Background: an optimization exercise with open tools, aiming at small area and a short achievable clock period. Do not read the settings as production practice.
In this exercise RTL edits were held to simulation tests only and were not proved equivalent to the original.
Power figures rest on the tool's default switching activity, not on a simulated workload.

===== design/flow/constraint.sdc =====
create_clock -name core_clock -period 4.5 [get_ports {clk}]
set_input_delay 0.9000 -clock core_clock [delete_from_list [all_inputs] [get_ports {clk}]]
set_output_delay 0.9000 -clock core_clock [all_outputs]
set_load 0.01 [all_outputs]

===== design/flow/config.mk =====
export PLATFORM = sky130hd
export DESIGN_NAME = text_video_top
export DESIGN_NICKNAME = text_video_top
export VERILOG_FILES = /design/flow/design.v
export SDC_FILE = /design/flow/constraint.sdc
export NUM_CORES = 4
export LEC_CHECK = 0
export CAP_MARGIN = 20
export CORE_MARGIN = 2
export CORE_UTILIZATION = 60
export CTS_CLUSTER_DIAMETER = 100
export CTS_CLUSTER_SIZE = 24
export SETUP_SLACK_MARGIN = 2.3
export SLEW_MARGIN = 20

===== design/flow/design.v =====
`default_nettype none
package text_video_pkg;
  localparam int H_VISIBLE = 64;
  localparam int H_FRONT   = 4;
  localparam int H_SYNC    = 8;
  localparam int H_BACK    = 4;
  localparam int H_TOTAL   = H_VISIBLE + H_FRONT + H_SYNC + H_BACK;
  localparam int V_VISIBLE = 32;
  localparam int V_FRONT   = 2;
  localparam int V_SYNC    = 3;
  localparam int V_BACK    = 3;
  localparam int V_TOTAL   = V_VISIBLE + V_FRONT + V_SYNC + V_BACK;
  localparam int HCOUNT_W = 7;
  localparam int VCOUNT_W = 7;
  localparam int GLYPH_W   = 8;
  localparam int GLYPH_H   = 16;
  localparam int TEXT_COLS = 8;
  localparam int TEXT_ROWS = 2;
  localparam int BYTE_W      = 8;
  localparam int CHAR_BYTES  = TEXT_COLS * TEXT_ROWS;
  localparam int CHAR_ADDR_W = 4;
  localparam int GLYPHS      = 16;
  localparam int FONT_BYTES  = GLYPHS * GLYPH_H;
  localparam int FONT_ADDR_W = 8;
  localparam int PIXEL_LATENCY = 4;
  localparam logic [3:0] FG_RED   = 4'hf;
  localparam logic [3:0] FG_GREEN = 4'hf;
  localparam logic [3:0] FG_BLUE  = 4'h0;
  localparam logic [3:0] BG_RED   = 4'h2;
  localparam logic [3:0] BG_GREEN = 4'h0;
  localparam logic [3:0] BG_BLUE  = 4'h8;
  typedef enum logic [7:0] {
    OP_NONE       = 8'h00,
    OP_LOAD_FONT  = 8'h80,
    OP_LOAD_CHARS = 8'h82
  } cmd_opcode_e;
  typedef enum logic [1:0] {
    CMD_IDLE      = 2'd0,
    CMD_FONT_DATA = 2'd1,
    CMD_CHAR_DATA = 2'd2
  } cmd_state_e;
endpackage
`default_nettype wire
`timescale 1ns/1ps
`default_nettype none
import text_video_pkg::*;
module sync_timer
(
  input  logic                                clk,
  input  logic                                rst_n,
  output logic [text_video_pkg::HCOUNT_W-1:0] hcount,
  output logic [text_video_pkg::VCOUNT_W-1:0] vcount,
  output logic                                line_visible,
  output logic                                frame_visible,
  output logic                                hsync,
  output logic                                vsync
);
  logic h_last;
  logic v_last;
  assign h_last = (hcount == HCOUNT_W'(H_TOTAL - 1));
  assign v_last = (vcount == VCOUNT_W'(V_TOTAL - 1));
  always_ff @(posedge clk or negedge rst_n)
  begin
    if (!rst_n)
    begin
      hcount <= '0;
      vcount <= '0;
    end
    else if (h_last)
    begin
      hcount <= '0;
      if (v_last)
        vcount <= '0;
      else
        vcount <= vcount + 1'b1;
    end
    else
      hcount <= hcount + 1'b1;
  end
  assign line_visible  = (hcount < HCOUNT_W'(H_VISIBLE));
  assign frame_visible = (vcount < VCOUNT_W'(V_VISIBLE));
  assign hsync = !((hcount >= HCOUNT_W'(H_VISIBLE + H_FRONT)) &&
                   (hcount <  HCOUNT_W'(H_VISIBLE + H_FRONT + H_SYNC)));
  assign vsync = !((vcount >= VCOUNT_W'(V_VISIBLE + V_FRONT)) &&
                   (vcount <  VCOUNT_W'(V_VISIBLE + V_FRONT + V_SYNC)));
endmodule
`default_nettype wire
`timescale 1ns/1ps
`default_nettype none
import text_video_pkg::*;
module cmd_decoder
(
  input  logic                                   clk,
  input  logic                                   rst_n,
  input  logic                                   cmd_valid,
  input  logic [text_video_pkg::BYTE_W-1:0]      cmd_data,
  output logic                                   font_we,
  output logic [text_video_pkg::FONT_ADDR_W-1:0] font_waddr,
  output logic [text_video_pkg::BYTE_W-1:0]      font_wdata,
  output logic                                   font_acc,
  output logic [text_video_pkg::FONT_ADDR_W-1:0] font_acc_addr,
  output logic [4:0]                             font_acc_slot,
  output logic                                   char_we,
  output logic                                   char_acc,
  output logic [text_video_pkg::CHAR_ADDR_W-1:0] char_acc_addr,
  output logic [text_video_pkg::CHAR_ADDR_W-1:0] char_waddr,
  output logic [text_video_pkg::BYTE_W-1:0]      char_wdata,
  output logic                                   bad_cmd
);
  text_video_pkg::cmd_state_e state;
  logic [FONT_ADDR_W-1:0] byte_cnt;
  logic [FONT_ADDR_W-1:0] byte_cnt_inc;
  logic [4:0]             cnt_slot;
  logic                   last_font;
  logic                   last_char;
  logic [FONT_ADDR_W-1:0] wr_addr;
  logic [BYTE_W-1:0]      wr_data;
  assign last_font = (byte_cnt == FONT_ADDR_W'(FONT_BYTES - 1));
  assign last_char = (byte_cnt == FONT_ADDR_W'(CHAR_BYTES - 1));
  always_ff @(posedge clk or negedge rst_n)
  begin
    if (!rst_n)
    begin
      state    <= CMD_IDLE;
      byte_cnt <= '0;
      font_we  <= 1'b0;
      char_we  <= 1'b0;
      bad_cmd  <= 1'b0;
    end
    else
    begin
      font_we <= 1'b0;
      char_we <= 1'b0;
      if (cmd_valid)
      begin
        case (state)
          CMD_IDLE:
          begin
            byte_cnt <= '0;
            case (cmd_data)
              OP_LOAD_FONT:  state <= CMD_FONT_DATA;
              OP_LOAD_CHARS: state <= CMD_CHAR_DATA;
              default:       bad_cmd <= 1'b1;
            endcase
          end
          CMD_FONT_DATA:
          begin
            font_we  <= 1'b1;
            byte_cnt <= byte_cnt + 1'b1;
            if (last_font)
              state <= CMD_IDLE;
          end
          CMD_CHAR_DATA:
          begin
            char_we  <= 1'b1;
            byte_cnt <= byte_cnt + 1'b1;
            if (last_char)
              state <= CMD_IDLE;
          end
          default: state <= CMD_IDLE;
        endcase
      end
    end
  end
  assign byte_cnt_inc = byte_cnt + 1'b1;
  always_ff @(posedge clk or negedge rst_n)
  begin
    if (!rst_n)
      cnt_slot <= 5'b10000;
    else if (cmd_valid)
    begin
      if (state == CMD_IDLE)
        cnt_slot <= 5'b10000;
      else if (state == CMD_FONT_DATA || state == CMD_CHAR_DATA)
        cnt_slot <= (byte_cnt_inc == '0) ? 5'b10000 : {1'b0, 4'(1) << byte_cnt_inc[1:0]};
    end
  end
  always_ff @(posedge clk)
  begin
    if (cmd_valid)
    begin
      wr_addr <= byte_cnt;
      wr_data <= cmd_data;
    end
  end
  assign font_acc      = cmd_valid && (state == CMD_FONT_DATA);
  assign font_acc_addr = byte_cnt;
  assign font_acc_slot = cnt_slot;
  assign char_acc      = cmd_valid && (state == CMD_CHAR_DATA);
  assign char_acc_addr = byte_cnt[CHAR_ADDR_W-1:0];
  assign font_waddr = wr_addr;
  assign font_wdata = wr_data;
  assign char_waddr = wr_addr[CHAR_ADDR_W-1:0];
  assign char_wdata = wr_data;
endmodule
`default_nettype wire
`timescale 1ns/1ps
`default_nettype none
import text_video_pkg::*;
module text_mem
#(
  parameter int DEPTH  = text_video_pkg::CHAR_BYTES,
  parameter int ADDR_W = text_video_pkg::CHAR_ADDR_W
)
(
  input  logic                              clk,
  input  logic                              we,
  input  logic [ADDR_W-1:0]                 waddr,
  input  logic [text_video_pkg::BYTE_W-1:0] wdata,
  input  logic [ADDR_W-1:0]                 raddr,
  output logic [text_video_pkg::BYTE_W-1:0] rdata
);
  logic [BYTE_W-1:0] mem [DEPTH];
  always_ff @(posedge clk)
  begin
    if (we)
      mem[waddr] <= wdata;
  end
  assign rdata = mem[raddr];
endmodule
module font_mem
(
  input  logic       clk,
  input  logic       rst_n,
  input  logic       acc,
  input  logic [7:0] acc_addr,
  input  logic [7:0] acc_data,
  input  logic [4:0] acc_slot,
  input  logic       we,
  input  logic [7:0] waddr,
  input  logic [7:0] wdata,
  input  logic [15:0] row_sel,
  output logic [31:0] taps,
  output logic [1:0]  tap_bit,
  output logic [2:0]  phase3,
  input  logic [7:0] chk_addr,
  input  logic       chk_zero,
  output logic       chk_hit,
  output logic [7:0] chk_data
);
  logic [2:0] phi;
  logic       pol1;
  logic       pol2;
  logic [2047:0] ring;
  assign tap_bit = 2'd3 - phi[1:0];
  assign phase3  = phi;
  assign pol1    = 3'(phi + 3'd1) >> 2;
  assign pol2    = 3'(phi + 3'd2) >> 2;
  always_ff @(posedge clk)
    phi <= phi + 3'd1;
  logic       r_pend [4];
  logic [1:0] r_cnt  [4];
  logic [2:0] r_hi3  [4];
  logic [7:0] r_lo   [4];
  logic [7:0] r_data [4];
  logic       r_act  [4];
  logic       r_xlo  [4];
  logic       r_xhi  [4];
  logic [7:0] r_hi   [4];
  for (genvar s = 0; s < 4; s++) begin : g_rslot
    logic       load;
    logic [7:0] nd;
    assign load = acc && acc_slot[s];
    assign nd   = load ? acc_data : r_data[s];
    always_ff @(posedge clk or negedge rst_n) begin
      if (!rst_n)
        r_pend[s] <= 1'b0;
      else
        r_pend[s] <= load;
    end
    always_ff @(posedge clk) begin
      if (load) begin
        r_hi3[s]  <= acc_addr[7:5];
        r_lo[s]   <= 8'(1) << acc_addr[4:2];
        r_data[s] <= acc_data;
      end
      if (r_pend[s])
        r_cnt[s] <= 2'd3;
      else if (r_cnt[s] != 2'd0)
        r_cnt[s] <= r_cnt[s] - 2'd1;
      r_xlo[s] <= nd[2'd2 - phi[1:0]] ^ pol2;
      r_xhi[s] <= nd[{1'b1, 2'd2 - phi[1:0]}] ^ pol2;
    end
    assign r_act[s] = r_pend[s] || (r_cnt[s] != 2'd0);
    assign r_hi[s]  = 8'(1) << r_hi3[s];
  end
  logic       z_now;
  logic       z_pend;
  logic [1:0] z_cnt;
  logic [7:0] z_data;
  logic [7:0] z_ed;
  logic       z_act;
  assign z_now = z_pend;
  always_ff @(posedge clk or negedge rst_n) begin
    if (!rst_n)
      z_pend <= 1'b0;
    else
      z_pend <= acc && acc_slot[4];
  end
  assign z_act = z_now || (z_cnt != 2'd0);
  assign z_ed  = z_now ? wdata : z_data;
  always_ff @(posedge clk) begin
    if (z_now) begin
      z_data <= wdata;
      z_cnt  <= 2'd3;
    end
    else if (z_cnt != 2'd0)
      z_cnt <= z_cnt - 2'd1;
  end
  for (genvar a = 0; a < 256; a++) begin : g_byte
    localparam int S = a % 4;
    logic ins;
    logic xlo;
    logic xhi;
    if (a == 0) begin : g_zero
      assign ins = z_act;
      assign xlo = z_ed[tap_bit] ^ pol1;
      assign xhi = z_ed[{1'b1, tap_bit}] ^ pol1;
    end
    else begin : g_other
      assign ins = r_act[S] && r_hi[S][a / 32] && r_lo[S][(a / 4) % 8];
      assign xlo = r_xlo[S];
      assign xhi = r_xhi[S];
    end
    always_ff @(posedge clk) begin
      ring[8*a+1 +: 3] <= ring[8*a +: 3];
      ring[8*a+5 +: 3] <= ring[8*a+4 +: 3];
      ring[8*a]        <= ins ? xlo : !ring[8*a+3];
      ring[8*a+4]      <= ins ? xhi : !ring[8*a+7];
    end
  end
  for (genvar g = 0; g < 16; g++) begin : g_tap
    logic [1:0] rowbits [16];
    for (genvar r = 0; r < 16; r++) begin : g_r
      assign rowbits[r] = {ring[8*(16*g+r)+7], ring[8*(16*g+r)+3]} & {2{row_sel[r]}};
    end
    assign taps[2*g +: 2] = rowbits[0]  | rowbits[1]  | rowbits[2]  | rowbits[3]  |
                            rowbits[4]  | rowbits[5]  | rowbits[6]  | rowbits[7]  |
                            rowbits[8]  | rowbits[9]  | rowbits[10] | rowbits[11] |
                            rowbits[12] | rowbits[13] | rowbits[14] | rowbits[15];
  end
  always_comb begin
    if (chk_zero) begin
      chk_hit  = z_act;
      chk_data = z_ed;
    end
    else begin
      chk_hit  = r_act[chk_addr[1:0]] && (r_hi3[chk_addr[1:0]] == chk_addr[7:5]) &&
                 r_lo[chk_addr[1:0]][chk_addr[4:2]];
      chk_data = r_data[chk_addr[1:0]];
    end
  end
endmodule
`default_nettype wire
`timescale 1ns/1ps
`default_nettype none
import text_video_pkg::*;
module glyph_pixel_gen
(
  input  logic                                   clk,
  input  logic                                   rst_n,
  input  logic [text_video_pkg::HCOUNT_W-1:0]    hcount,
  input  logic [text_video_pkg::VCOUNT_W-1:0]    vcount,
  input  logic                                   line_visible,
  input  logic                                   frame_visible,
  input  logic                                   hsync_in,
  input  logic                                   vsync_in,
  output logic [text_video_pkg::CHAR_ADDR_W-1:0] char_raddr,
  input  logic [text_video_pkg::BYTE_W-1:0]      char_rdata,
  input  logic                                   char_we,
  input  logic [text_video_pkg::CHAR_ADDR_W-1:0] char_waddr,
  input  logic [text_video_pkg::BYTE_W-1:0]      char_wdata,
  input  logic                                   char_acc,
  input  logic [text_video_pkg::CHAR_ADDR_W-1:0] char_acc_addr,
  input  logic [text_video_pkg::BYTE_W-1:0]      cmd_data,
  output logic [3:0]                             font_row,
  output logic [15:0]                            font_row_sel,
  input  logic [31:0]                            font_taps,
  input  logic [1:0]                             font_tap_bit,
  input  logic [2:0]                             font_phase3,
  output logic [text_video_pkg::FONT_ADDR_W-1:0] font_chk_addr,
  output logic                                   font_chk_zero,
  input  logic                                   font_chk_hit,
  input  logic [text_video_pkg::BYTE_W-1:0]      font_chk_data,
  output logic [3:0]                             red,
  output logic [3:0]                             green,
  output logic [3:0]                             blue,
  output logic                                   hsync,
  output logic                                   vsync,
  output logic                                   de
);
  logic [2:0]             phase;
  logic [CHAR_ADDR_W-1:0] fetch_col;
  logic [VCOUNT_W-1:0]    fetch_line;
  logic [VCOUNT_W-1:0]    next_line;
  logic [3:0]             row_q;
  logic [15:0]            row_oh;
  logic [3:0]             code_pre;
  logic                   code_hit;
  logic                   row_zero;
  logic                   zero_new;
  logic [3:0]             code_new;
  logic [3:0]             code;
  logic                   ph6;
  logic                   ph0;
  logic                   ph2;
  logic [CHAR_ADDR_W-1:0] fetch_addr;
  logic [31:0]            taps_q;
  logic [1:0]             tap_bit_q;
  logic [1:0]             gbits;
  logic [GLYPH_W-1:0]     snap;
  logic [GLYPH_W-1:0]     merged;
  logic                   ov_valid;
  logic [GLYPH_W-1:0]     ov_data;
  logic [GLYPH_W-1:0]     pix_shift;
  logic                   pix_ov;
  logic [2:0]             shown;
  logic [1:0]             shown_bit;
  logic [2:0]             win_phase;
  logic [1:0]             win_pos;
  logic                   pix_inv;
  logic                   pix_inv_q;
  logic [3:0]             code_q;
  logic                   pix_bit;
  logic [PIXEL_LATENCY-2:0] vis_pipe;
  logic [PIXEL_LATENCY-2:0] hs_pipe;
  logic [PIXEL_LATENCY-2:0] vs_pipe;
  assign phase = hcount[2:0];
  assign next_line = (vcount == VCOUNT_W'(V_TOTAL - 1)) ? '0 : vcount + 1'b1;
  always_comb
  begin
    if (hcount == HCOUNT_W'(H_TOTAL - 4))
    begin
      fetch_col  = '0;
      fetch_line = next_line;
    end
    else
    begin
      fetch_col  = CHAR_ADDR_W'(hcount / GLYPH_W + 1);
      fetch_line = vcount;
    end
  end
  assign fetch_addr    = CHAR_ADDR_W'((fetch_line / GLYPH_H) * TEXT_COLS + fetch_col);
  assign code          = code_hit ? code_new : code_pre;
  assign font_row      = row_q;
  assign font_row_sel  = row_oh;
  assign font_chk_addr = {code, row_q};
  assign font_chk_zero = row_zero && (code_hit ? zero_new : (code_pre == 4'd0));
  assign gbits         = taps_q[2*code_q +: 2];
  always_comb
  begin
    merged = snap;
    merged[{1'b1, tap_bit_q}] = gbits[1];
    merged[{1'b0, tap_bit_q}] = gbits[0];
  end
  always_ff @(posedge clk or negedge rst_n)
  begin
    if (!rst_n)
    begin
      code_hit <= 1'b0;
      ph6      <= 1'b0;
      ph0      <= 1'b1;
      ph2      <= 1'b0;
    end
    else
    begin
      if (phase == 3'd5)
        code_hit <= char_acc && (char_acc_addr == char_raddr);
      ph6 <= (phase == 3'd5);
      ph0 <= (phase == 3'd7);
      ph2 <= (phase == 3'd1);
    end
  end
  always_ff @(posedge clk)
  begin
    if (phase == 3'd4)
    begin
      char_raddr <= fetch_addr;
      row_q      <= fetch_line[3:0];
      row_oh     <= 16'(1) << fetch_line[3:0];
      row_zero   <= (fetch_line[3:0] == 4'd0);
    end
    if (phase == 3'd5)
    begin
      code_pre   <= (char_we && (char_waddr == char_raddr)) ? char_wdata[3:0] : char_rdata[3:0];
      code_new   <= cmd_data[3:0];
      zero_new   <= (cmd_data[3:0] == 4'd0);
    end
    if (ph6)
      code_q <= code;
    taps_q    <= font_taps;
    tap_bit_q <= font_tap_bit;
    if (ph6)
    begin
      ov_valid <= font_chk_hit;
      ov_data  <= font_chk_data;
    end
    else if (ph0 && font_chk_hit)
    begin
      ov_valid <= 1'b1;
      ov_data  <= font_chk_data;
    end
    snap <= merged;
    if (ph2)
    begin
      pix_shift <= ov_valid ? ov_data : merged;
      pix_ov    <= ov_valid;
    end
    else
      pix_shift <= pix_shift << 1;
  end
  assign shown     = phase - 3'd2;
  assign shown_bit = 2'd3 - shown[1:0];
  assign win_phase = font_phase3 + 3'd1 - shown - 3'd5;
  assign win_pos   = 2'd3 - shown_bit - win_phase[1:0];
  assign pix_inv   = 3'(win_phase + 3'(win_pos) - 3'd3) >> 2;
  assign pix_bit   = pix_shift[GLYPH_W-1] ^ (pix_inv_q && !pix_ov);
  always_ff @(posedge clk)
    pix_inv_q <= pix_inv;
  always_ff @(posedge clk or negedge rst_n)
  begin
    if (!rst_n)
    begin
      vis_pipe <= '0;
      hs_pipe  <= '1;
      vs_pipe  <= '1;
      de       <= 1'b0;
      hsync    <= 1'b1;
      vsync    <= 1'b1;
      red      <= 4'h0;
      green    <= 4'h0;
      blue     <= 4'h0;
    end
    else
    begin
      vis_pipe <= {vis_pipe[PIXEL_LATENCY-3:0], line_visible & frame_visible};
      hs_pipe  <= {hs_pipe[PIXEL_LATENCY-3:0], hsync_in};
      vs_pipe  <= {vs_pipe[PIXEL_LATENCY-3:0], vsync_in};
      de       <= vis_pipe[PIXEL_LATENCY-2];
      hsync    <= hs_pipe[PIXEL_LATENCY-2];
      vsync    <= vs_pipe[PIXEL_LATENCY-2];
      if (!vis_pipe[PIXEL_LATENCY-2])
        {red, green, blue} <= 12'h000;
      else if (pix_bit)
        {red, green, blue} <= {FG_RED, FG_GREEN, FG_BLUE};
      else
        {red, green, blue} <= {BG_RED, BG_GREEN, BG_BLUE};
    end
  end
endmodule
`default_nettype wire
`timescale 1ns/1ps
`default_nettype none
import text_video_pkg::*;
module text_video_top
(
  input  logic                              clk,
  input  logic                              rst_n,
  input  logic                              cmd_valid,
  input  logic [text_video_pkg::BYTE_W-1:0] cmd_data,
  output logic                              hsync,
  output logic                              vsync,
  output logic                              de,
  output logic [3:0]                        red,
  output logic [3:0]                        green,
  output logic [3:0]                        blue,
  output logic                              bad_cmd
);
  logic [HCOUNT_W-1:0]    hcount;
  logic [VCOUNT_W-1:0]    vcount;
  logic                   line_visible;
  logic                   frame_visible;
  logic                   raw_hsync;
  logic                   raw_vsync;
  logic                   font_we;
  logic [FONT_ADDR_W-1:0] font_waddr;
  logic [BYTE_W-1:0]      font_wdata;
  logic                   font_acc;
  logic [FONT_ADDR_W-1:0] font_acc_addr;
  logic [4:0]             font_acc_slot;
  logic [3:0]             font_row;
  logic [15:0]            font_row_sel;
  logic [31:0]            font_taps;
  logic [1:0]             font_tap_bit;
  logic [2:0]             font_phase3;
  logic [FONT_ADDR_W-1:0] font_chk_addr;
  logic                   font_chk_zero;
  logic                   font_chk_hit;
  logic [BYTE_W-1:0]      font_chk_data;
  logic                   char_we;
  logic                   char_acc;
  logic [CHAR_ADDR_W-1:0] char_acc_addr;
  logic [CHAR_ADDR_W-1:0] char_waddr;
  logic [BYTE_W-1:0]      char_wdata;
  logic [CHAR_ADDR_W-1:0] char_raddr;
  logic [BYTE_W-1:0]      char_rdata;
  sync_timer timer_i (.clk, .rst_n, .hcount, .vcount, .line_visible, .frame_visible,
                      .hsync(raw_hsync), .vsync(raw_vsync));
  cmd_decoder decoder_i (.clk, .rst_n, .cmd_valid, .cmd_data, .font_we, .font_waddr,
                         .font_wdata, .font_acc, .font_acc_addr, .font_acc_slot, .char_we, .char_acc, .char_acc_addr, .char_waddr,
                         .char_wdata, .bad_cmd);
  font_mem glyph_mem_i (
    .clk, .rst_n, .acc(font_acc), .acc_addr(font_acc_addr), .acc_data(cmd_data), .acc_slot(font_acc_slot),
    .we(font_we), .waddr(font_waddr), .wdata(font_wdata), .row_sel(font_row_sel),
    .taps(font_taps), .tap_bit(font_tap_bit), .phase3(font_phase3), .chk_addr(font_chk_addr), .chk_zero(font_chk_zero),
    .chk_hit(font_chk_hit), .chk_data(font_chk_data));
  text_mem #(.DEPTH(CHAR_BYTES), .ADDR_W(CHAR_ADDR_W)) char_mem_i (
    .clk, .we(char_we), .waddr(char_waddr), .wdata(char_wdata),
    .raddr(char_raddr), .rdata(char_rdata));
  glyph_pixel_gen pixel_gen_i (.clk, .rst_n, .hcount, .vcount, .line_visible,
                               .frame_visible, .hsync_in(raw_hsync), .vsync_in(raw_vsync),
                               .char_raddr, .char_rdata, .char_we, .char_waddr, .char_wdata,
                               .char_acc, .char_acc_addr, .cmd_data,
                               .font_row, .font_row_sel, .font_taps, .font_tap_bit, .font_phase3, .font_chk_addr, .font_chk_zero,
                               .font_chk_hit, .font_chk_data,
                               .red, .green, .blue, .hsync, .vsync, .de);
endmodule
`default_nettype wire

===== design/flow/run.sh =====
#!/bin/bash
# synth_recipe.tcl (not shown) runs the flow's synth.tcl, then flattens the netlist and writes it again
# the make line also repeats each setting of config.mk as NAME=value (left out here)
make -C /OpenROAD-flow-scripts/flow DESIGN_CONFIG=/design/flow/config.mk WORK_HOME=/design/flow/orfs CLKGATE_MAP_FILE= SYNTH_SCRIPT=/design/flow/synth_recipe.tcl finish

==> results.cfg, run 1 <==
[status]
outcome = timing/DRC/antenna clean

[global_routing]
grtUsageTotal_pct = 29.3
first_global_vias = 33300
antenna_found_initial = 10
grt_max_degree = 50
gr-total-overflow = 0
grt_pass1_wl_mm = 228

[routing]
via_count = 35300
initialDrtViolationCount = 3285
ant_nets = 0
wl_per_cell_um = 25.2
wl_mm = 160
remaining_drc_errors = 0
vias_per_cell = 5.57
drt-pass1-iter-count = 6

[synth]
synth_edf_count = 168
syn_area_um2 = 63800
ys_ff_latch = 2385
synth_top_family_by_area = compound AO/OA/AOI/OAI gates
syn_inst = 4802
ys_top_cells_by_area = dfxtp_1, edfxtp_1, a21oi_1
synth.top_cell.area_share_pct = 67.9
yosys.cell_types.count = 66
ys.flop_type = dfxtp_1
synth-seq-area-share_pct = 78.0
synth_compound_area_share_pct = 8.70
synth_xor_area_share_pct = 0.618
yosysTopAreaCell = dfxtp_1
synthArstFlopShare_pct = 2.26
synth_mux_area_share_pct = 3.14
syn_area_per_cell_um2 = 13.3
synthSimpleGateAreaFrac_pct = 7.25
synthAdderAreaFrac_pct = 0.687
ys_warn_count = 30

[pwr]
combPwrFrac_pct = 4.0
irDropWorstVdd_mv = 0.492
p_int_mw = 28.7
power.share.clock_pct = 29.6
cellPowerDensity_nw_per_um2 = 517
swShare_pct = 20.9
p_sw_mw = 7.61
p_leak_nw = 28.6
p_seq_share_pct = 66.4

[sta]
timing.fmax_mhz = 400
whs_ns = 0.316
rsz0062_at_grt = yes
max_slew_margin_pct = 24.3
maxSlewViolCount = 0
setup_viol_count_final = 0
tightest_slew_ns = 1.14
final.period_utilization_pct = 55.5
hold_viol = 0
setup_ws_ns = 2.00
fin_skew_ns = 0.0516
fin_crit_ns = 2.50
tns_ns = 0

[placed_design]
place_ws_ns = 1.33
gp_congestion = 0.840
port_buffers = 23
dp_hpwl_mm = 96.4

[clocking]
clockBufferDepth = 3
cts.sinks = 2385
cts_max_level = 3
clock_latency_ns = 0.76
cts_tree = built
cts-root-buf = clkbuf_16
numCtsBuffers = 109
path_clk_slew_ns = 0.10

[critical_path]
cp-end-kind = flip-flop
critPathTopFamily = flip-flops
cp.required_ns = 4.95
critical_path.max_fanout = 8
crit_arrival_ns = 2.95
crit_path_start = glyph_mem_i.r_hi3[0][1]
critPathSlowestCell = edfxtp_1
cp_cell_sequence = mux4_2 > xnor2_1 > nand3_1 > nand4b_1 > o31ai_4 > buf_4 > buf_12
cp.buffers_inverters = 2
critPathKind = reg -> reg
ff2ff_setup_slack_ns = 2.00
critical-path-max-stage-delay_ns = 0.58
r2r_start = glyph_mem_i.r_hi3[0][1]
crit_path_start_kind = flip-flop

[layout]
n_antenna_cell = 0
finish.utilization_pct = 66.7
area.growth.synth_to_final_pct = 10.1
drive_above_1_share_pct = 11.6
fin_nets = 4966
layout_commonest_cell = dfxtp_1
final_cell_mix = dfxtp_1, nor2_1, a21oi_1, nand2_1

[floorplanning]
dieArea_um2 = 109000
ios = 27
dieHeight_um = 330
core_um2 = 105000
initial_core_util_pct = 60.6
rows = 119
die_w_um = 330

[hold_path]
min_from = glyph_mem_i.ring[442]
hp-class = reg -> reg

[run]
drv_cap = 0
state kept, by name, summed over array words and instances, names as in the netlist, 5 cells and up, named ones only:
signal / flops
pixel_gen_i.snap: 8
glyph_mem_i.ring: 2048
pixel_gen_i.ov_data: 8
pixel_gen_i.pix_shift: 8
glyph_mem_i.r_data: 32
decoder_i.cnt_slot: 5
glyph_mem_i.r_hi3: 12
glyph_mem_i.z_data: 8
timer_i.vcount: 7
decoder_i.wr_data: 8
char_mem_i.mem: 64
glyph_mem_i.r_lo: 32
pixel_gen_i.taps_q: 32
glyph_mem_i.r_cnt: 8
decoder_i.byte_cnt: 8
pixel_gen_i.row_oh: 16
timer_i.hcount: 7
final cells by class:
cell class,instances,area (um2)
Clock inverter,7,105
Multi-Input combinational cell,2158,13700
Tap cell,1391,1740
Sequential cell,2385,49800
Clock buffer,125,2830
Fill cell,7690,35000
Timing Repair Buffer,218,1910
Inverter,48,203
worst register-to-register path: cells and delay by family, from the launching register on:
family / cells / cell delay, ns
flip-flops: 1 / 0.58
XOR/XNOR: 1 / 0.15
AO/OA/AOI/OAI: 1 / 0.30
multiplexers: 1 / 0.53
buffers and inverters: 2 / 0.26
AND/OR/NAND/NOR: 2 / 0.36
kinds of logic after synthesis:
| group | count (synthesis) |
|---|---|
| multiplexers | 124 |
| AO/OA/AOI/OAI | 876 |
| other | 1 |
| XOR/XNOR | 45 |
| flip-flops | 2385 |
| buffers and inverters | 261 |
| AND/OR/NAND/NOR | 1075 |
| adder cells (fa/ha/maj) | 35 |
per-stage QoR:
step                      power, mW  area [um2]  std cells
final                          36.3       70200       6332
after global routing           37.6       70200       6332
after CTS                      36.4       69500       6271
after detailed placement       25.9       65900       6093
after global placement         25.7       65900       6093
after floorplan                25.2       63900       4804
Yosys cell counts (33+ instances only):
master    instances
ha_1             35
dfrtp_1          44
clkbuf_1        169
mux2_2           54
a221oi_1        134
mux4_2           55
nand2_1         325
dfxtp_1        2163
nand4_1          33
a22o_1          133
edfxtp_1        168
nor2_1          559
a21oi_1         525
inv_1            44
final timing paths:
kind	endpoint	cells past startpoint
min in group asynchronous	timer_i.hcount[4]	2
setup / recovery	pixel_gen_i.ov_data[5]	7
hold / removal	glyph_mem_i.ring[443]	0
max in group asynchronous	decoder_i.byte_cnt[3]	3
hold reg to reg	glyph_mem_i.ring[443]	0
setup reg to reg	pixel_gen_i.ov_data[5]	7
layer usage:
metal,GRT usage (%),vias up,part of all wire (%)
met2,46.2,1031,45
met3,4.17,260,6.4
li1,-,16500,-
met5,0,-,0.0081
met4,9.36,2,3.2
met1,42.1,17400,45
power groups by stage:
stage | clock network (mW) | logic [mW] | registers (mW)
2_1_floorplan | 0 | 0.857 | 24.4
5_1_grt | 11.7 | 1.58 | 24.3
3_3_place_gp | 0 | 1.20 | 24.5
4_1_cts | 10.9 | 1.31 | 24.2
3_5_place_dp | 0 | 1.23 | 24.6
6_report | 10.7 | 1.45 | 24.1
timing repair:
| item | CTS | global route |
|---|---|---|
| hold buffers | 1 | 0 |
| buffers inserted | 43 | 61 |
| setup endpoints to repair | 493 | 208 |
| gates cloned | 2 | 0 |
| hold endpoints to repair | 2 | 0 |
| pin swaps | 24 | 15 |
| gates resized for setup | 116 | 36 |
==> run 2, diff against run 1 <==
--- a/design/flow/config.mk
+++ b/design/flow/config.mk
@@ -9,6 +9,6 @@
 export CORE_MARGIN = 2
-export CORE_UTILIZATION = 60
+export CORE_UTILIZATION = 70
 export CTS_CLUSTER_DIAMETER = 100
 export CTS_CLUSTER_SIZE = 24
-export SETUP_SLACK_MARGIN = 2.3
+export SETUP_SLACK_MARGIN = 2.1
 export SLEW_MARGIN = 20
==> results.cfg, run 2 <==
[status]
outcome = timing/DRC/antenna clean

[global_routing]
grtUsageTotal_pct = 32.8
grt_pass1_wl_mm = 223
antenna_found_initial = 4
first_global_vias = 34300
grt_max_degree = 55
gr-total-overflow = 0

[sta]
tns_ns = 0
timing.fmax_mhz = 407
fin_crit_ns = 2.46
tightest_slew_ns = 1.18
final.period_utilization_pct = 54.6
setup_viol_count_final = 0
max_slew_margin_pct = 20.9
hold_viol = 0
rsz0062_at_grt = yes
setup_ws_ns = 2.04
maxSlewViolCount = 0
fin_skew_ns = 0.0347

[floorplanning]
core_um2 = 90100
initial_core_util_pct = 70.7
dieArea_um2 = 93500
die_w_um = 306
dieHeight_um = 306
ios = 27
rows = 110

[pwr]
power_mw = 36.2
p_sw_mw = 7.47
irDropWorstVdd_mv = 0.431
power.share.clock_pct = 29.4
p_seq_share_pct = 66.9
cellPowerDensity_nw_per_um2 = 521
combPwrFrac_pct = 3.7
p_leak_nw = 28.3
p_int_mw = 28.7
swShare_pct = 20.7

[routing]
top_layer_used = met5
initialDrtViolationCount = 3676
vias_per_cell = 5.88
remaining_drc_errors = 0
ant_nets = 0
wl_mm = 155
met2_length_mm = 68.1
drt-pass1-iter-count = 5
wl_per_cell_um = 25.4
drt-met1-wl_mm = 66.9
via_count = 35800
wl_met3_mm = 13.2

[synth]
synth_edf_count = 168
synth.top_cell.area_share_pct = 67.9
synth-seq-area-share_pct = 78.0
syn_area_um2 = 63800
ys_top_cells_by_area = dfxtp_1, edfxtp_1, a21oi_1
ys_ff_latch = 2385
yosys.cell_types.count = 66
synthArstFlopShare_pct = 2.26
syn_inst = 4802
synthMostInstantiatedCell = dfxtp_1
syn_area_per_cell_um2 = 13.3
synth_commonest_cells = dfxtp_1, nor2_1, a21oi_1
yosysTopAreaCell = dfxtp_1
ys_warn_count = 30
ys.flop_type = dfxtp_1

[critical_path]
cp-end-kind = flip-flop
critical-path-max-stage-delay_ns = 0.51
crit_path_start_kind = flip-flop
reg2reg_depth = 7
cp_cell_sequence = buf_12 > mux4_2 > xnor2_1 > nand3_1 > nand4b_1 > o31ai_4 > clkbuf_16
crit_arrival_ns = 2.90
critPathTopFamily = multiplexers
critical_path.max_fanout = 7
ff2ff_setup_slack_ns = 2.04
r2r_end = pixel_gen_i.ov_data[3]
cp.buffers_inverters = 2
cp.required_ns = 4.94
r2r_start = pixel_gen_i.row_q[0]
critPathKind = reg -> reg
crit_path_start = pixel_gen_i.row_q[0]
critPathSlowestCell = mux4_2

[layout]
layout_commonest_cell = dfxtp_1
area.growth.synth_to_final_pct = 8.80
drive_above_1_share_pct = 10.2
stdcell_area_um2 = 69400
fill_cells = 5579
largest_reg_flops = 2048
reg_top3 = glyph_mem_i.ring x2048, char_mem_i.mem x64
top_register = glyph_mem_i.ring
fin_nets = 4933
final_cell_mix = dfxtp_1, nor2_1, a21oi_1, nand2_1, edfxtp_1

[clocking]
cts-root-buf = clkbuf_16
cts.sinks = 2385
clock_latency_ns = 0.73
cts_tree = built
clockBufferDepth = 3
path_clk_slew_ns = 0.10
numCtsBuffers = 109
cts_max_level = 3

[placed_design]
dp_hpwl_mm = 93.2
gp_congestion = 0.860
port_buffers = 23
place_ws_ns = 1.39
place_area_um2 = 65400

[run]
drv_cap = 0

[hold_path]
hp-class = in -> async
==> run 2: layout make-up <==
type	instances	area [um2]	area share [%]
Inverter	48	200	0.289
Sequential cell	2385	49800	71.7
Tap cell	1176	1470	2.12
Clock inverter	4	65.1	0.0938
Timing Repair Buffer	185	1580	2.28
Clock buffer	127	2840	4.09
Multi-Input combinational cell	2158	13400	19.4
Antenna cell	7	17.5	0.0253
==> run 2: timing repair <==
item | CTS | global route
gates resized for setup | 48 | 52
cloned | 0 | 2
hold buffers | 0 | 0
setup buffers | 10 | 68
pin swaps | 4 | 7
endpoints found under the setup margin | 156 | 137
==> run 2: metal layers <==
metal,vias to the layer above,track usage [%]
met5,-,0
met4,2,12.2
met3,332,5.73
met2,1411,50.5
met1,17600,47.2
li1,16500,-
==> run 2: cell families after synthesis <==
group,after synthesis,share of synthesized area (%)
DFF,2385,78.0
and+or+nand+nor,1075,7.25
AOI/OAI and AO/OA,876,8.70
buffers and inverters,261,1.62
muxes,124,3.14
xor gates and xnor gates,45,0.618
adders and majority gates,35,0.687
other,1,0.00588
==> run 2: power groups by stage <==
stage	combinational, mW	sequential (mW)	clock [mW]
after floorplan	0.839	24.4	0
after CTS	1.18	24.2	10.7
after global placement	1.11	24.5	0
after global routing	1.46	24.4	11.5
final	1.34	24.2	10.6
after detailed placement	1.16	24.7	0
==> run 2: how the worst max path moves through the flow <==
stage,endpoint,cells past startpoint,slack (ns)
3_5_place_dp,glyph_mem_i.r_xlo[1],6,1.39
2_1_floorplan,pixel_gen_i.ov_data[0],8,2.10
3_3_place_gp,glyph_mem_i.r_xhi[1],6,1.42
6_report,pixel_gen_i.ov_data[3],7,2.04
5_1_grt,pixel_gen_i.ov_data[3],7,1.94
4_1_cts,green[3],3,1.89
==> run 2: stage by stage <==
| step | cells | hold WS (ns) | util [%] |
|---|---|---|---|
| 2_1_floorplan | 4804 | 0.310 | - |
| 3_3_place_gp | 5872 | 0.310 | 72.6 |
| 3_5_place_dp | 5872 | 0.312 | 72.6 |
| 4_1_cts | 6013 | 0.305 | 76.0 |
| 5_1_grt | 6083 | 0.315 | 76.9 |
| 6_report | 6090 | 0.306 | 76.9 |
==> run 3, diff against run 2 <==
--- a/design/flow/design.v
+++ b/design/flow/design.v
@@ -519,2 +519,4 @@
     pix_inv_q <= pix_inv;
+  logic [3:0]             green_n;
+  assign green = ~green_n;
   always_ff @(posedge clk or negedge rst_n)
@@ -530,3 +532,3 @@
       red      <= 4'h0;
-      green    <= 4'h0;
+      green_n  <= 4'hf;
       blue     <= 4'h0;
@@ -542,7 +544,7 @@
       if (!vis_pipe[PIXEL_LATENCY-2])
-        {red, green, blue} <= 12'h000;
+        {red, green_n, blue} <= {4'h0, 4'hf, 4'h0};
       else if (pix_bit)
-        {red, green, blue} <= {FG_RED, FG_GREEN, FG_BLUE};
+        {red, green_n, blue} <= {FG_RED, ~FG_GREEN, FG_BLUE};
       else
-        {red, green, blue} <= {BG_RED, BG_GREEN, BG_BLUE};
+        {red, green_n, blue} <= {BG_RED, ~BG_GREEN, BG_BLUE};
     end
--- a/design/flow/config.mk
+++ b/design/flow/config.mk
@@ -9,3 +9,3 @@
 export CORE_MARGIN = 2
-export CORE_UTILIZATION = 70
+export CORE_UTILIZATION = 60
 export CTS_CLUSTER_DIAMETER = 100
==> results.cfg, run 3 <==
[sta]
tns_ns = 0
maxSlewViolCount = 0
setup_ws_ns = 1.99
whs_ns = 0.201
rsz0062_at_grt = yes
fin_skew_ns = 0.0351
timing.fmax_mhz = 399
final.period_utilization_pct = 55.7
tightest_slew_ns = 1.04
max_slew_margin_pct = 30.4
hold_viol = 0
setup_viol_count_final = 0
fin_crit_ns = 2.51

[placed_design]
gp_congestion = 0.830
placedCellCount = 6088
port_buffers = 23
place_area_um2 = 66000
place_ws_ns = 0.889
dp_hpwl_mm = 99.1

[clocking]
ctsHoldBuffers = 0
clock_latency_ns = 0.75
cts_tree = built
cts-root-buf = clkbuf_16
path_clk_slew_ns = 0.10
cts.sinks = 2386
cts_max_level = 3
numCtsBuffers = 109
clockBufferDepth = 3

[layout]
top_register = glyph_mem_i.ring
fin_nets = 4949
layout_commonest_cell = dfxtp_1
multiInputGateArea_um2 = 13700
finalNonFillerCells = 6321
reg_top3 = glyph_mem_i.ring x2048, char_mem_i.mem x64
final_cell_mix = dfxtp_1, nor2_1, a21oi_1, nand2_1, edfxtp_1
stdcell_area_um2 = 70100
fill_cells = 7762
area.growth.synth_to_final_pct = 9.67
finish.utilization_pct = 66.5
seq_area_um2 = 49800
largest_reg_flops = 2048
drive_above_1_share_pct = 10.7

[routing]
initialDrtViolationCount = 3342
wl_mm = 161
remaining_drc_errors = 0
drt-pass1-iter-count = 9
wl_per_cell_um = 25.5
via_count = 35300
vias_per_cell = 5.58
ant_nets = 0

[critical_path]
cp.required_ns = 4.97
r2r_start = pixel_gen_i.row_q[0]
r2r_end = pixel_gen_i.ov_data[4]
critPathKind = reg -> reg
critical-path-max-stage-delay_ns = 0.51
crit_path_start_kind = flip-flop
crit_arrival_ns = 2.97
critical_path.max_fanout = 5
reg2reg_depth = 8
critPathSlowestCell = mux4_2
cp_cell_sequence = buf_6 > mux4_2 > xnor2_1 > and3_1 > o211ai_1 > o31ai_4 > buf_4 > buf_12
ff2ff_setup_slack_ns = 1.99
cp.buffers_inverters = 3
cp-end-kind = flip-flop
critPathTopFamily = multiplexers
crit_path_start = pixel_gen_i.row_q[0]

[floorplanning]
dieHeight_um = 330
ios = 27
initial_core_util_pct = 60.6
rows = 119
die_w_um = 330
core_um2 = 105000
dieArea_um2 = 109000

[run]
drv_cap = 0

[hold_path]
hp-class = in -> async

[global_routing]
first_global_vias = 33000
met3_usage_pct = 4.24
grtUsageTotal_pct = 29.5
use_met1_pct = 43.6
grt_pass1_wl_mm = 229
grt_busiest_layer = met2
grt_max_degree = 52
use_met2_pct = 45.1
antenna_found_initial = 8
gr-total-overflow = 0

[synth]
synth-seq-area-share_pct = 77.8
syn_area_um2 = 63900
synthMostInstantiatedCell = dfxtp_1
ys.flop_type = dfxtp_1
syn_area_per_cell_um2 = 13.3
ys_ff_latch = 2386
yosysTopAreaCell = dfxtp_1
ys_top_cells_by_area = dfxtp_1, edfxtp_1, a21oi_1
synthArstFlopShare_pct = 2.31
yosys.cell_types.count = 74
ys_warn_count = 30
synth.top_cell.area_share_pct = 67.7
syn_inst = 4804
synth_edf_count = 168
synth_commonest_cells = dfxtp_1, nor2_1, a21oi_1

[pwr]
p_leak_nw = 28.5
irDropWorstVdd_mv = 0.464
power_mw = 42.6
cellPowerDensity_nw_per_um2 = 607

[status]
outcome = timing/DRC/antenna clean
-- run 3: cell types whose count changed after synthesis, sizes merged, moves of 4 or more --
cell,previous run,this run
nand2,325,312
a22o,133,129
or3,0,5
mux4,55,51
mux2,57,67
inv,48,43
buf,43,49
nor2,559,552
nand2b,12,25
clkbuf,170,161
mux2i,12,18
-- run 3: per-layer routing --
layer / part of all wire [%] / up-vias / routed length, um
met5: 0.012 / - / 19
met1: 46 / 17300 / 73900
met2: 44 / 1167 / 70800
met4: 3.5 / 2 / 5570
li1: - / 16500 / -
met3: 6.8 / 262 / 11000
-- run 3: cell families (layout without fill, tap and decap cells) --
logic type,count (synthesis),in the layout,synth area share (%)
flops,2386,2386,77.8
simple gates,1070,1070,7.31
compound gates,877,877,8.68
buf+inv,256,377,1.62
mux,136,136,3.32
xor+xnor,44,44,0.603
fa+ha+maj,34,34,0.665
other cells,1,6,0.00587
-- run 3: repair_timing --
item | in CTS | in global routing
resized for setup | 70 | 42
buffers inserted | 57 | 38
setup endpoints to repair | 314 | 168
pin swaps | 11 | 16
gates cloned | 1 | 0
-- run 3: layout make-up --
type / instances / area share, %
Antenna cell: 3 / 0.0107
Clock buffer: 130 / 4.11
Clock inverter: 4 / 0.0874
Inverter: 46 / 0.266
Multi-Input combinational cell: 2164 / 19.5
Sequential cell: 2386 / 71.0
Tap cell: 1391 / 2.48
Timing Repair Buffer: 197 / 2.53
-- run 3: power by group --
group	switching [mW]	leakage (nW)	internal (mW)
registers	2.14	20.4	25.7
clock network	6.21	1.44	4.53
logic	2.16	6.70	1.76
-- run 3: worst max path at each step --
stage                                  end  slack [ns]  cells after the start
floorplan           pixel_gen_i.ov_data[0]        2.10                      8
global placement      glyph_mem_i.r_xhi[2]        0.90                      7
detailed placement    glyph_mem_i.r_xlo[2]        0.89                      7
CTS                  pixel_gen_i.pix_inv_q        1.86                     10
global route        pixel_gen_i.ov_data[6]        1.91                      8
finish              pixel_gen_i.ov_data[4]        1.99                      8
==> run 4, diff against run 3 <==
--- a/design/flow/design.v
+++ b/design/flow/design.v
@@ -400,2 +400,3 @@
   logic                   row_zero;
+  logic [3:0]             row_next;
   logic                   zero_new;
@@ -442,2 +443,3 @@
   end
+  assign row_next      = (hcount >= HCOUNT_W'(H_TOTAL - 3)) ? next_line[3:0] : vcount[3:0];
   assign fetch_addr    = CHAR_ADDR_W'((fetch_line / GLYPH_H) * TEXT_COLS + fetch_col);
@@ -478,5 +480,2 @@
       char_raddr <= fetch_addr;
-      row_q      <= fetch_line[3:0];
-      row_oh     <= 16'(1) << fetch_line[3:0];
-      row_zero   <= (fetch_line[3:0] == 4'd0);
     end
@@ -488,2 +487,5 @@
     end
+    row_q    <= row_next;
+    row_oh   <= 16'(1) << row_next;
+    row_zero <= (row_next == 4'd0);
     if (ph6)
@@ -519,4 +521,2 @@
     pix_inv_q <= pix_inv;
-  logic [3:0]             green_n;
-  assign green = ~green_n;
   always_ff @(posedge clk or negedge rst_n)
@@ -532,3 +532,3 @@
       red      <= 4'h0;
-      green_n  <= 4'hf;
+      green    <= 4'h0;
       blue     <= 4'h0;
@@ -544,7 +544,7 @@
       if (!vis_pipe[PIXEL_LATENCY-2])
-        {red, green_n, blue} <= {4'h0, 4'hf, 4'h0};
+        {red, green, blue} <= 12'h000;
       else if (pix_bit)
-        {red, green_n, blue} <= {FG_RED, ~FG_GREEN, FG_BLUE};
+        {red, green, blue} <= {FG_RED, FG_GREEN, FG_BLUE};
       else
-        {red, green_n, blue} <= {BG_RED, ~BG_GREEN, BG_BLUE};
+        {red, green, blue} <= {BG_RED, BG_GREEN, BG_BLUE};
     end
==> results.cfg, run 4 <==
[global_routing]
met3_usage_pct = 4.02
grtUsageTotal_pct = 29.3
use_met1_pct = 43.9
antenna_found_initial = 15
use_met2_pct = 44.5
first_global_vias = 33200
grt_pass1_wl_mm = 228
grt_busiest_layer = met2
gr-total-overflow = 0
grt_max_degree = 46

[floorplanning]
dieArea_um2 = 108000
dieHeight_um = 329
ios = 27
initial_core_util_pct = 60.3
die_w_um = 329
rows = 119
core_um2 = 105000

[clocking]
ctsHoldBuffers = 0
clock_latency_ns = 0.74
clockBufferDepth = 3
cts.sinks = 2385
cts-root-buf = clkbuf_16
path_clk_slew_ns = 0.10
numCtsBuffers = 109
cts_tree = built
cts_max_level = 3

[synth]
synthArstFlopShare_pct = 2.26
synth-seq-area-share_pct = 78.1
syn_area_um2 = 63400
syn_inst = 4837
synthMostInstantiatedCell = dfxtp_1
ys_warn_count = 30
synth_edf_count = 147
ys.flop_type = dfxtp_1
ys_ff_latch = 2385
yosys.cell_types.count = 63
yosysTopAreaCell = dfxtp_1
synth.top_cell.area_share_pct = 69.0
syn_area_per_cell_um2 = 13.1
synth_commonest_cells = dfxtp_1, nor2_1, a21oi_1
ys_top_cells_by_area = dfxtp_1, edfxtp_1, a21oi_1

[pwr]
p_leak_nw = 27.9
cellPowerDensity_nw_per_um2 = 588
irDropWorstVdd_mv = 0.538
power_mw = 40.3

[layout]
largest_reg_flops = 2048
finish.utilization_pct = 65.3
reg_top3 = glyph_mem_i.ring x2048, char_mem_i.mem x64
layout_commonest_cell = dfxtp_1
drive_above_1_share_pct = 8.59
top_register = glyph_mem_i.ring
area.growth.synth_to_final_pct = 8.22
fill_cells = 7927
final_cell_mix = dfxtp_1, nor2_1, a21oi_1, nand2_1, edfxtp_1
fin_nets = 4924

[hold_path]
hp-class = in -> async

[routing]
ant_nets = 0
drt-pass1-iter-count = 5
via_count = 35100
wl_mm = 158
remaining_drc_errors = 0
initialDrtViolationCount = 3448
vias_per_cell = 5.58
wl_per_cell_um = 25.2

[sta]
tns_ns = 0
maxSlewViolCount = 0
whs_ns = 0.222
timing.fmax_mhz = 409
setup_viol_count_final = 0
hold_viol = 0
fin_crit_ns = 2.45
rsz0062_at_grt = yes
max_slew_margin_pct = 28.2
final.period_utilization_pct = 54.3
tightest_slew_ns = 1.08
fin_skew_ns = 0.0197

[run]
drv_cap = 0

[critical_path]
critical-path-max-stage-delay_ns = 0.41
crit_path_start_kind = flip-flop
cp.required_ns = 3.60
critPathKind = reg -> out
critPathSlowestCell = dfrtp_2
cp-end-kind = primary output
crit_arrival_ns = 1.55
cp_cell_sequence = buf_4 > dlygate4sd2_1
critical_path.max_fanout = 2

[placed_design]
dp_hpwl_mm = 98.3
gp_congestion = 0.814
port_buffers = 23

[status]
outcome = timing/DRC/antenna clean
==> run 4: cell types whose count changed after synthesis, moves of 9 or more <==
cell,change
clkbuf_1,-19
dfxtp_1,+21
edfxtp_1,-21
mux2_2,-16
mux2i_1,+9
mux4_1,-10
nand2_1,+11
nor2_1,+60
nor4b_2,-12
==> run 4: area by class of cell <==
| cell class | instances | area [um2] | area share (%) |
|---|---|---|---|
| repair buffers | 119 | 940 | 1.37 |
| clock inverters | 3 | 56.3 | 0.0821 |
| inverters | 51 | 191 | 0.279 |
| multi-input cells | 2211 | 13200 | 19.3 |
| diodes | 1 | 2.50 | 0.00365 |
| clock buffers | 130 | 2890 | 4.21 |
| flip-flops and latches | 2385 | 49600 | 72.3 |
| well taps | 1391 | 1740 | 2.54 |
==> run 4: cells by family after synthesis <==
kind of cell | count (synthesis) | share of synthesized area [%]
AOI/OAI and AO/OA | 885 | 8.86
muxes | 119 | 2.79
adders and majority gates | 36 | 0.710
xor gates and xnor gates | 49 | 0.677
buffers and inverters | 244 | 1.55
DFF | 2385 | 78.1
other | 1 | 0.00591
and+or+nand+nor | 1118 | 7.34
==> run 4: report_power, final <==
| part | leakage (nW) | internal [mW] | switching [mW] |
|---|---|---|---|
| clock network | 1.44 | 4.55 | 6.22 |
| registers | 20.4 | 25.8 | 1.75 |
| logic | 6.03 | 0.768 | 1.31 |
==> run 4: timing repair <==
action,in CTS,in global routing
gates resized for setup,52,45
setup buffers,10,15
cloned,1,0
endpoints found under the setup margin,146,203
pin swaps,3,3
==> run 4: critical path, delay by kind of cell (launching register included) <==
kind,cells,cell delay [ns]
flip-flops,1,0.41
buffers and inverters,2,0.40
==> run 4: metal layers <==
metal  share of wire [%]  vias to the layer above
met3                 6.4                      249
li1                    -                    16400
met2                  44                     1159
met1                  47                    17300
met5                   0                        -
met4                 3.4                        0
==> run 4: path summary, 6_finish.rpt <==
kind | startpoint | to | slack [ns] | cells past startpoint
hold reg to reg | glyph_mem_i.ring[1638] | glyph_mem_i.ring[1639] | 0.32 | 0
hold / removal | rst_n | glyph_mem_i.z_pend | 0.22 | 1
setup reg to reg | pixel_gen_i.row_oh[2] | pixel_gen_i.taps_q[8] | 2.12 | 4
min in group core_clock | glyph_mem_i.ring[1638] | glyph_mem_i.ring[1639] | 0.32 | 0
max in group asynchronous | rst_n | pixel_gen_i.vsync | 3.34 | 2
setup / recovery | pixel_gen_i.red[2] | green[2] | 2.05 | 2
==> run 4: through the flow <==
stage                     cells  area [um2]  setup WS, ns
after global routing       6290       68600          1.99
after global placement     6131       65200          1.13
after CTS                  6275       68400          1.97
after floorplan            4839       63400          2.09
final                      6291       68600          2.05
after detailed placement   6131       65300          1.13
==> run 5, diff against run 4 <==
--- a/design/flow/config.mk
+++ b/design/flow/config.mk
@@ -12,2 +12,3 @@
 export CTS_CLUSTER_SIZE = 24
+export PLACE_DENSITY = 0.7
 export SETUP_SLACK_MARGIN = 2.1
==> results.cfg, run 5 <==
[layout]
top_register = glyph_mem_i.ring
drive_above_1_share_pct = 8.38
stdcell_area_um2 = 68500
reg_top3 = glyph_mem_i.ring x2048, char_mem_i.mem x64
multiInputGateArea_um2 = 13200
largest_reg_flops = 2048
final_cell_mix = dfxtp_1, nor2_1, a21oi_1, nand2_1, edfxtp_1
fill_cells = 7798
area.growth.synth_to_final_pct = 8.02
fin_nets = 4918
layout_commonest_cell = dfxtp_1
n_antenna_cell = 0
seq_area_um2 = 49600

[routing]
initialDrtViolationCount = 3564
vias_per_cell = 5.63
drt-pass1-iter-count = 5
ant_nets = 0
remaining_drc_errors = 0
wl_mm = 154
wl_per_cell_um = 24.6
via_count = 35400

[pwr]
cellPowerDensity_nw_per_um2 = 588
p_leak_nw = 27.9
irDropWorstVdd_mv = 0.455

[floorplanning]
core_um2 = 105000
ios = 27
dieHeight_um = 329
initial_core_util_pct = 60.3
dieArea_um2 = 108000
die_w_um = 329
rows = 119

[critical_path]
r2r_start = pixel_gen_i.code_q[1]
cp.required_ns = 5.13
cp-end-kind = flip-flop
crit_path_start_kind = flip-flop
crit_arrival_ns = 3.06
crit_path_start = pixel_gen_i.code_q[1]
critPathKind = reg -> reg
critical_path.max_fanout = 3

[synth]
synthArstFlopShare_pct = 2.26
synthAdderAreaFrac_pct = 0.710
synth_top_family_by_area = compound AO/OA/AOI/OAI gates
syn_area_per_cell_um2 = 13.1
syn_inst = 4837
synth_xor_area_share_pct = 0.677
synth_compound_area_share_pct = 8.86
synth_commonest_cells = dfxtp_1, nor2_1, a21oi_1
synth.top_cell.area_share_pct = 69.0
ys_ff_latch = 2385
synth_mux_area_share_pct = 2.79
ys.flop_type = dfxtp_1
synthMostInstantiatedCell = dfxtp_1
synthSimpleGateAreaFrac_pct = 7.34
ys_top_cells_by_area = dfxtp_1, edfxtp_1, a21oi_1
synth_edf_count = 147
syn_area_um2 = 63400
yosys.cell_types.count = 63
synth-seq-area-share_pct = 78.1
ys_warn_count = 30
yosysTopAreaCell = dfxtp_1

[placed_design]
gp_congestion = 0.859
dp_hpwl_mm = 93.5
place_area_um2 = 65200
port_buffers = 23
place_ws_ns = 1.44

[sta]
fin_skew_ns = 0.0322
timing.fmax_mhz = 410
tns_ns = 0
setup_viol_count_final = 0
rsz0062_at_grt = yes
hold_viol = 0
setup_ws_ns = 2.06
maxSlewViolCount = 0
tightest_slew_ns = 1.20
fin_crit_ns = 2.44
whs_ns = 0.307
final.period_utilization_pct = 54.1
max_slew_margin_pct = 19.7

[global_routing]
grtUsageTotal_pct = 28.5
grt_pass1_wl_mm = 224
first_global_vias = 33900
grt_max_degree = 55
gr-total-overflow = 0
antenna_found_initial = 12

[run]
drv_cap = 0

[clocking]
cts.sinks = 2385
numCtsBuffers = 109
cts_max_level = 3
path_clk_slew_ns = 0.10
cts-root-buf = clkbuf_16
clock_latency_ns = 0.74
ctsHoldBuffers = 0
clockBufferDepth = 3
cts_tree = built

[hold_path]
min_from = glyph_mem_i.ring[840]
hp-class = reg -> reg

[status]
outcome = timing/DRC/antenna clean
## run 5: path summary, 6_finish.rpt
kind,cells after the start,to,slack (ns)
min in group asynchronous,2,pixel_gen_i.code_hit,0.33
worst min register to register,0,glyph_mem_i.ring[841],0.31
worst max register to register,7,pixel_gen_i.pix_shift[3],2.06
worst min-delay path,0,glyph_mem_i.ring[841],0.31
max in group asynchronous,2,decoder_i.byte_cnt[0],3.62
worst max-delay path,7,pixel_gen_i.pix_shift[3],2.06
## run 5: kinds of logic (layout without fill, tap and decap cells)
kind of cell / count (synthesis) / after routing
DFF: 2385 / 2385
xor gates and xnor gates: 49 / 49
muxes: 119 / 119
other: 1 / 3
adders and majority gates: 36 / 36
and+or+nand+nor: 1118 / 1118
AOI/OAI and AO/OA: 885 / 886
buffers and inverters: 244 / 296
## run 5: timing repair
action,4_1_cts,5_1_grt
pin swaps,1,5
gates cloned,2,0
buffers inserted,6,14
hold endpoints to repair,0,0
gates resized for setup,50,36
endpoints found under the setup margin,173,155
## run 5: routing by layer
metal | up-vias | wire length (um) | track usage [%]
met2 | 1323 | 67400 | 43.2
met4 | 2 | 6520 | 11.3
met3 | 298 | 12000 | 4.31
met5 | - | 9 | 0
li1 | 16400 | - | -
met1 | 17300 | 68500 | 41.4
## run 5: where the power goes
| part | internal, mW | switching (mW) |
|---|---|---|
| Sequential | 25.8 | 1.76 |
| Clock | 4.45 | 6.20 |
| Combinational | 0.769 | 1.30 |
## run 5: through the flow
stage | util (%) | power, mW | std cells
CTS | 65.0 | 40.3 | 6269
finish | 65.2 | 40.2 | 6283
floorplan | - | 28.5 | 4839
detailed placement | 62.1 | 30.0 | 6129
global placement | 62.0 | 29.7 | 6128
global route | 65.2 | 41.7 | 6283
## run 5: layout make-up
cell class,instances,share of cell area (%)
Timing Repair Buffer,112,1.28
Sequential cell,2385,72.4
Timing Repair inverter,1,0.00731
Clock buffer,125,4.10
Tap cell,1391,2.54
Inverter,51,0.285
Clock inverter,7,0.159
Multi-Input combinational cell,2211,19.3
## run 5: critical path: stages (launching register included)
cell and delay (ns):
edfxtp_1 0.51, mux4_2 0.55, a2bb2oi_1 0.17, a32oi_4 0.36, buf_4 0.19, o41ai_1 0.06, a21o_1 0.19, a221o_1 0.29
==> run 6, diff against run 5 <==
--- a/design/flow/config.mk
+++ b/design/flow/config.mk
@@ -12,4 +12,3 @@
 export CTS_CLUSTER_SIZE = 24
-export PLACE_DENSITY = 0.7
-export SETUP_SLACK_MARGIN = 2.1
+export SETUP_SLACK_MARGIN = 2.0
 export SLEW_MARGIN = 20
==> results.cfg, run 6 <==
[synth]
synth_edf_count = 147
ys_ff_latch = 2385
synth_commonest_cells = dfxtp_1, nor2_1, a21oi_1
syn_area_per_cell_um2 = 13.1
syn_inst = 4837
synth-seq-area-share_pct = 78.1
syn_area_um2 = 63400
synthMostInstantiatedCell = dfxtp_1
ys.flop_type = dfxtp_1
yosys.cell_types.count = 63
synth.top_cell.area_share_pct = 69.0
yosysTopAreaCell = dfxtp_1
ys_top_cells_by_area = dfxtp_1, edfxtp_1, a21oi_1
ys_warn_count = 30
synthArstFlopShare_pct = 2.26

[run]
drv_cap = 0

[pwr]
combPwrFrac_pct = 5.2
p_int_mw = 31.0
p_leak_nw = 27.8
swShare_pct = 22.9
power.share.clock_pct = 26.7
p_sw_mw = 9.22
irDropWorstVdd_mv = 0.477
cellPowerDensity_nw_per_um2 = 588
p_seq_share_pct = 68.2

[sta]
fin_crit_ns = 2.60
maxSlewViolCount = 0
fin_skew_ns = 0.0241
max_slew_margin_pct = 22.5
rsz0062_at_grt = yes
timing.fmax_mhz = 384
setup_viol_count_final = 0
tns_ns = 0
hold_viol = 0
final.period_utilization_pct = 57.8
tightest_slew_ns = 1.16

[global_routing]
gr-total-overflow = 0
grt_max_degree = 41
first_global_vias = 33200
grtUsageTotal_pct = 28.8
antenna_found_initial = 6
grt_pass1_wl_mm = 224

[clocking]
ctsHoldBuffers = 0
cts-root-buf = clkbuf_16
path_clk_slew_ns = 0.10
cts_max_level = 3
numCtsBuffers = 109
cts.sinks = 2385
clockBufferDepth = 3
cts_tree = built
clock_latency_ns = 0.74

[floorplanning]
dieArea_um2 = 108000
ios = 27
die_w_um = 329
initial_core_util_pct = 60.3
rows = 119
core_um2 = 105000
dieHeight_um = 329

[routing]
vias_per_cell = 5.54
wl_mm = 156
via_count = 34800
remaining_drc_errors = 0
wl_per_cell_um = 24.9
drt-pass1-iter-count = 5
ant_nets = 0
initialDrtViolationCount = 3056

[layout]
stdcell_area_um2 = 68400
fill_cells = 7982
area.growth.synth_to_final_pct = 7.84
final_cell_mix = dfxtp_1, nor2_1, a21oi_1, nand2_1, edfxtp_1
reg_top3 = glyph_mem_i.ring x2048, char_mem_i.mem x64
largest_reg_flops = 2048
layout_commonest_cell = dfxtp_1
top_register = glyph_mem_i.ring
drive_above_1_share_pct = 7.72
fin_nets = 4910

[critical_path]
r2r_start = glyph_mem_i.r_cnt[2][0]
r2r_end = glyph_mem_i.ring[436]
crit_path_start_kind = flip-flop
ff2ff_setup_slack_ns = 1.90
critPathSlowestCell = nor3_2
critical_path.max_fanout = 8
critPathKind = reg -> reg
cp.buffers_inverters = 1
cp.required_ns = 5.11
cp_cell_sequence = inv_1 > ha_1 > nand2b_1 > nand2_1 > nor3_2 > nand2_1 > nor2_1 > a21oi_1
cpMostUsedCell = nand2_1
critPathTopFamily = simple AND/OR/NAND/NOR gates
cp-end-kind = flip-flop
critical-path-max-stage-delay_ns = 0.90
reg2reg_depth = 8
crit_arrival_ns = 3.21

[placed_design]
place_area_um2 = 65300
dp_hpwl_mm = 96.2
gp_congestion = 0.820
port_buffers = 23

[status]
outcome = timing/DRC/antenna clean

[hold_path]
hp-class = in -> async
[run 6: cell types whose count changed in the layout (fill, tap and decap cells not counted), moves of 4 or more]
cell	change
buf_4	-7
buf_2	-4
dlygate4sd2_1	+8
clkbuf_2	-4
nor2_2	-7
nor3_2	+4
nor2_1	+8
[run 6: cells by family after synthesis]
family                     synth area share [%]
muxes                                      2.79
adders and majority gates                 0.710
DFF                                        78.1
xor gates and xnor gates                  0.677
AOI/OAI and AO/OA                          8.86
and+or+nand+nor                            7.34
other                                   0.00591
buffers and inverters                      1.55
[run 6: worst max-delay path by stage]
stage | start | to | cells after the start | slack, ns
after floorplan | pixel_gen_i.tap_bit_q[0] | pixel_gen_i.pix_inv_q | 10 | 2.01
after global placement | cmd_valid | glyph_mem_i.r_xhi[0] | 5 | 1.20
after detailed placement | cmd_valid | glyph_mem_i.r_xlo[0] | 5 | 1.13
after CTS | glyph_mem_i.r_cnt[2][0] | glyph_mem_i.ring[628] | 8 | 1.92
after global routing | glyph_mem_i.r_cnt[3][0] | glyph_mem_i.ring[1084] | 8 | 1.83
final | glyph_mem_i.r_cnt[2][0] | glyph_mem_i.ring[436] | 8 | 1.90
[run 6: stage by stage]
stage | hold WS (ns) | worst slack, ns | instances | utilization, % | total power [mW]
global placement | 0.309 | 1.20 | 6133 | 62.1 | 29.7
CTS | 0.150 | 1.92 | 6269 | 64.9 | 40.4
detailed placement | 0.312 | 1.13 | 6134 | 62.1 | 29.9
floorplan | 0.310 | 2.01 | 4839 | - | 28.5
global route | 0.172 | 1.83 | 6273 | 65.0 | 41.7
finish | 0.159 | 1.90 | 6275 | 65.0 | 40.2
[run 6: final cells by class]
class,instances,area (um2),area share [%]
sequential,2385,49600,72.5
multi-input combinational,2210,13100,19.1
clock buffer,127,2860,4.18
tap,1391,1740,2.55
timing repair buffer,105,853,1.25
inverter,51,195,0.285
clock inverter,3,66.3,0.0970
timing repair inverter,1,5.00,0.00732
antenna,2,5.00,0.00732
[run 6: power groups by stage]
stage,Sequential [mW],Clock [mW],Combinational (mW)
CTS,27.4,10.9,2.05
global placement,27.7,0,1.98
floorplan,27.0,0,1.51
finish,27.4,10.7,2.08
global route,27.8,11.6,2.28
detailed placement,27.9,0,2.03
[run 6: what timing repair did]
item	4_1_cts	5_1_grt
buffers inserted	4	3
pin swaps	1	1
endpoints found under the setup margin	77	172
gates cloned	1	0
resized for setup	29	18
[run 6: metal layers]
| layer | share of wire, % | vias up | global-route usage [%] | wire length [um] |
|---|---|---|---|---|
| met5 | 0.0083 | - | 0 | 13 |
| met3 | 5.9 | 257 | 4.10 | 9240 |
| met4 | 3.5 | 2 | 9.33 | 5400 |
| met1 | 46 | 17100 | 42.4 | 72600 |
| li1 | - | 16400 | - | - |
| met2 | 44 | 1019 | 44.2 | 69000 |

[port drivers added, routing unchanged]
In the flow no input, the clock included, has a driving cell. The finished layouts below were timed again as built, in two steps.
Step 1: set_driving_cell puts a clkbuf_16 on clk and a buf_2 on each other input, an assumption about the parent block.
Step 2 also shifts input and output timing later by t, the mid clock arrival at the registers, as if the neighbouring blocks saw the same clock.
a / b / c = ideal / step 1 / step 2; a / b = the first two.
run	shift t [ns]	slack for setup (ns)	worst setup path after step 2	worst data-port slew with drivers (ns)	pins driven straight from the clock port
run 1	0.808	2.002 / 2.002 / 1.889	input to register	0.03	1
run 2	0.787	2.043 / 2.002 / 1.422	input to register	0.03	1
run 3	0.800	1.992 / 1.992 / 1.463	input to register	0.04	1
run 4	0.803	2.055 / 1.984 / 1.659	input to register	0.04	1
run 5	0.801	2.064 / 2.064 / 1.448	input to register	0.04	1
run 6	0.800	1.898 / 1.898 / 1.408	input to register	0.04	1
After both steps every run listed still meets setup and hold. For run 2, which loses most, drivers alone change the setup slack by -0.041 ns; drivers and shift together by -0.621 ns.
